Background: an optimization exercise with open tools, aiming at small area, a short achievable clock period and few clock cycles per item. Do not read the settings as production practice. In this exercise RTL edits were held to simulation tests only and were not proved equivalent to the original. Power is estimated from default activity; no workload was simulated.

==> 02-08 <==
Design step_detector_cadence_core, start of the top module:
module step_detector_cadence_core #(
   parameter int COUNT_WIDTH = sdc_pkg::COUNT_WIDTH_DEF
) (
   input  logic                                  clock,
   input  logic                                  reset,
   input  logic                                  csr_we,
   input  logic [sdc_pkg::CSR_IDX_W-1:0]         csr_index,
   input  logic [sdc_pkg::CSR_DATA_W-1:0]        csr_wdata,
   input  logic                                  req_valid,
   output logic                                  req_stall,
   input  logic signed [sdc_pkg::ACCEL_W-1:0]    req_accel_x,
   input  logic signed [sdc_pkg::ACCEL_W-1:0]    req_accel_y,
   input  logic signed [sdc_pkg::ACCEL_W-1:0]    req_accel_z,
   input  logic [sdc_pkg::TIME_W-1:0]            req_time_ms,
   input  logic                                  req_clear_count,
   output logic                                  rsp_valid,
   input  logic                                  rsp_stall,
   output logic                                  rsp_stepped,
   output logic [sdc_pkg::STEP_COUNT_W-1:0]      rsp_step_count,
   output logic [sdc_pkg::CAD_W-1:0]             rsp_cadence
);
==> flow/config.mk <==
export PLATFORM = sky130hd
export DESIGN_NAME = step_detector_cadence_core
export DESIGN_NICKNAME = step_detector_cadence_core
export VERILOG_FILES = /design/flow/design.v
export SDC_FILE = /design/flow/constraint.sdc
export NUM_CORES = 4
export LEC_CHECK = 0
export ABC_CLOCK_PERIOD_IN_PS = 5000
export CAP_MARGIN = 20
export CORE_MARGIN = 2
export CORE_UTILIZATION = 40
export CTS_CLUSTER_DIAMETER = 80
export CTS_CLUSTER_SIZE = 24
export SETUP_SLACK_MARGIN = 4.2
export SLEW_MARGIN = 20
==> flow/constraint.sdc <==
create_clock -name core_clock -period 9.0 [get_ports {clock}]
set_input_delay 1.8000 -clock core_clock [delete_from_list [all_inputs] [get_ports {clock}]]
set_output_delay 1.8000 -clock core_clock [all_outputs]
set_load 0.01 [all_outputs]
standard.sh (not shown) runs the stock make flow with config.mk's settings and CLKGATE_MAP_FILE= SYNTH_SCRIPT=/design/flow/synth_recipe.tcl, a recipe that flattens the netlist after the stock synthesis.
==> flow/flow/run.sh <==
#!/bin/bash
# Layout: the standard flow, with the port buffers made plain buffers (buf_4) instead of
# the delay-cell buffers buffer_ports picks by default. Each tool's output goes to its own log.
cp standard.sh standard_sh.log
export BUFFER_PORTS_ARGS="-buffer_cell sky130_fd_sc_hd__buf_4"
bash standard.sh > standard.log 2>&1
==> 05-18: changes against 02-08 <==
Settings changed: CTS_CLUSTER_DIAMETER 80 to 60, CTS_CLUSTER_SIZE 24 to 36.
==> 10-12: changes against 02-08 <==
--- a/flow/design.v
+++ b/flow/design.v
@@ -60,32 +60,23 @@
          nb  = nb  | ({2{ph_ff[c]}} & lo[15-2*c -: 2]);
          if (c > 0)
             dch = dch | ({2{ph_ff[c]}} & cad[15-2*c -: 2]);
       end
    end
-   function automatic logic [17:0] r4step(input logic [15:0] r, input logic [1:0] b,
-                                          input logic [15:0] dv);
-      logic [18:0] r4, d1, d2, t1, t2, t3, cs, cc;
-      logic        g1, g2, g3;
-      r4 = {1'b0, r, b};
-      d1 = {3'b0, dv};
-      d2 = {2'b0, dv, 1'b0};
-      t1 = r4 - d1;
-      t2 = r4 - d2;
-      cs = r4 ^ ~d1 ^ ~d2;
-      cc = (r4 & ~d1) | (r4 & ~d2) | (~d1 & ~d2);
-      t3 = cs + {cc[17:0], 1'b0} + 19'd2;
-      g1 = !t1[18];
-      g2 = !t2[18];
-      g3 = !t3[18];
-      r4step[17:16] = {g2, g3 | (g1 & !g2)};
-      r4step[15:0]  = g3 ? t3[15:0] : g2 ? t2[15:0] : g1 ? t1[15:0] : r4[15:0];
+   function automatic logic [16:0] dstep(input logic [15:0] r, input logic b,
+                                         input logic [15:0] dv);
+      logic [16:0] s;
+      logic [17:0] df;
+      s  = {r, b};
+      df = {1'b0, s} - {2'b0, dv};
+      dstep = df[17] ? {1'b0, s[15:0]} : {1'b1, df[15:0]};
    endfunction
-   logic [17:0] s1;
+   logic [16:0] o1, o2;
    logic [1:0]  q;
-   assign s1 = r4step(rem_ff, nb, d);
-   assign q  = sat ? 2'b11 : s1[17:16];
+   assign o1 = dstep(rem_ff, nb[1], d);
+   assign o2 = dstep(o1[15:0], nb[0], d);
+   assign q  = sat ? 2'b11 : {o1[16], o2[16]};
    function automatic logic [9:0] m77(input logic [2:0] v);
       case (v)
          3'd0: m77 = 10'd0;   3'd1: m77 = 10'd77;  3'd2: m77 = 10'd154; 3'd3: m77 = 10'd231;
          3'd4: m77 = 10'd308; 3'd5: m77 = 10'd385; 3'd6: m77 = 10'd462; default: m77 = 10'd539;
       endcase
@@ -107,11 +98,11 @@
          rem_ff <= qa ? 16'(8'(8'd234 - d_ld[7:0])) : 16'd234;
          acc_ff <= qa ? 25'd77 : 25'd0;
          q_ff   <= '0;
       end else if (step && !done) begin
          ph_ff  <= ph_ff << 1;
-         rem_ff <= s1[15:0];
+         rem_ff <= o2[15:0];
          acc_ff <= (acc_q << 2) + dterm;
          q_ff   <= q;
       end
    end
    assign done    = ph_ff[8];
@@ -1326,14 +1317,11 @@
    logic [16:0] cad_div;
    assign upd    = hit2 && have_ff && inr_ff;
    assign commit = v2_ff && !(rsp_valid_ff && rsp_stall) && !(upd && !div_done);
    assign adv2   = !v2_ff || commit;
    assign adv1   = !v1_ff || adv2;
-   logic stall_a, stall_b;
-   assign stall_a   = (v1_ff && v2_ff && upd && !div_done) || (sq_ff != 2'd0);
-   assign stall_b   = v1_ff && v2_ff && rsp_valid_ff;
-   assign req_stall = stall_a || (stall_b && rsp_stall);
+   assign req_stall = !adv1 || (sq_ff != 2'd0);
    assign accept = req_valid && !req_stall;
    sdc_div u_div (
       .clock   (clock),
       .load    (adv2),
       .d_ld    (d1[15:0]),
@@ -1357,12 +1345,20 @@
          thr_ff  <= 15'd3072;
          mrg_ff  <= 15'd256;
          minv_ff <= 16'd200;
          maxv_ff <= 16'd3000;
          idle_ff <= 16'd2500;
-         sq_ff   <= 2'd3;
+         nthr2_ff <= ~30'd9437184;
+         nlvl2_ff <= ~30'd7929856;
+         rearm_ff <= 1'b1;
+         sq_ff   <= 2'd0;
       end else begin
+         if (sq_ff == 2'd2) nthr2_ff <= ~lr[29:0];
+         if (sq_ff == 2'd1) begin
+            nlvl2_ff <= ~lr[29:0];
+            rearm_ff <= mrg_ff < thr_ff;
+         end
          if (sq_ff != 2'd0) sq_ff <= sq_ff - 2'd1;
          if (csr_we) begin
             case (csr_index)
                3'd0: begin thr_ff <= csr_wdata[14:0]; sq_ff <= 2'd3; end
                3'd1: begin mrg_ff <= csr_wdata[14:0]; sq_ff <= 2'd3; end
@@ -1371,15 +1367,10 @@
                3'd4: idle_ff <= csr_wdata;
                default: ;
             endcase
          end
       end
-      if (sq_ff == 2'd2) nthr2_ff <= ~lr[29:0];
-      if (sq_ff == 2'd1) begin
-         nlvl2_ff <= ~lr[29:0];
-         rearm_ff <= mrg_ff < thr_ff;
-      end
       if (reset) v1_ff <= 1'b0;
       else if (adv1) v1_ff <= accept;
       if (adv1 || sq_ff[1])
          cb_ff <= ca;
       if (sq_ff == 2'd3)
Settings changed: CTS_CLUSTER_DIAMETER 80 to not set, CTS_CLUSTER_SIZE 24 to not set, SETUP_SLACK_MARGIN 4.2 to 4.4.
==> qor summary <==
|  | 05-18 | 02-08 | 10-12 |
|---|---|---|---|
| Via/cell ratio | 5.315 | 5.366 | 5.342 |
| Cells after DPL | 5322 | 5322 | 5288 |
| Cell count along the critical path | 12 | 13 | 22 |
| Power Internal | 9.003 mW | 8.630 mW | 10.60 mW |
| Number of distinct library cell variants in the gate-level netlist after synthesis | 88 | 88 | 82 |
| Power after layout | 16.24 mW | 15.68 mW | 19.77 mW |
| Most repeated library cell on the critical path | sky130_fd_sc_hd__fa_1 | sky130_fd_sc_hd__fa_1 | sky130_fd_sc_hd__buf_4 |
| Result of the run | timing/DRC/antenna clean | timing/DRC/antenna clean | timing/DRC/antenna clean |
| Pin slew with the least headroom to its limit | 1.095 ns | 1.112 ns | 0.9697 ns |
| Final non-filler cell total | 5497 | 5477 | 5563 |
| Met3 layer usage reported by global route | 3.981% | 2.932% | 2.773% |
| Cell area after layout | 45550 sq um | 45170 sq um | 46090 sq um |
| Final HPWL from detailed placement | 83.65 mm | 83.65 mm | 84.03 mm |
| Site row count | 115 | 115 | 113 |
| Top achievable clock speed | 208.3 MHz | 209.4 MHz | 200.0 MHz |
| Multi-input logic portion of the cell area | 56.32% | 57.04% | 56.23% |
| Height of the chip | 318.7 um | 318.7 um | 314.2 um |
| Count of inserted tapcells | 1287 | 1287 | 1265 |
Testbench counts of 02-08, summed over its fixed seeds: cycles 14,880, items 12,000.
Testbench counts of 05-18, summed over its fixed seeds: cycles 14,880, items 12,000.
Testbench counts of 10-12, summed over its fixed seeds: cycles 14,880, items 12,000.

==> afterwards: timing with drivers on the ports <==
In the flow no input, the clock included, has a driving cell. The finished layouts below were timed again as built, in two steps.
Step 1, drivers: a clkbuf_16 drives clock and a buf_2 each remaining input, both assumed.
Step 2 adds t to the input delays and takes it off the output delays; t is the mean of the earliest and latest rising clock arrival at the registers after step 1. Input paths then give back, and output paths get back, about the clock's delay inside the block.
Three values: ideal ports, drivers, drivers and shift; two values: the first two.
run	t (ns)	slack for setup (ns)	worst data-port slew with drivers (ns)	cell pins on the clock port's net
02-08	0.658	4.224 / 4.194 / 3.599	0.16	1
05-18	0.701	4.199 / 4.181 / 3.541	0.14	1
10-12	0.714	4.000 / 4.000 / 3.562	0.15	1
After both steps setup and hold are still met in every run listed. The setup slack of 05-18, which loses most, moves by -0.018 ns with the drivers and by -0.658 ns with both steps.
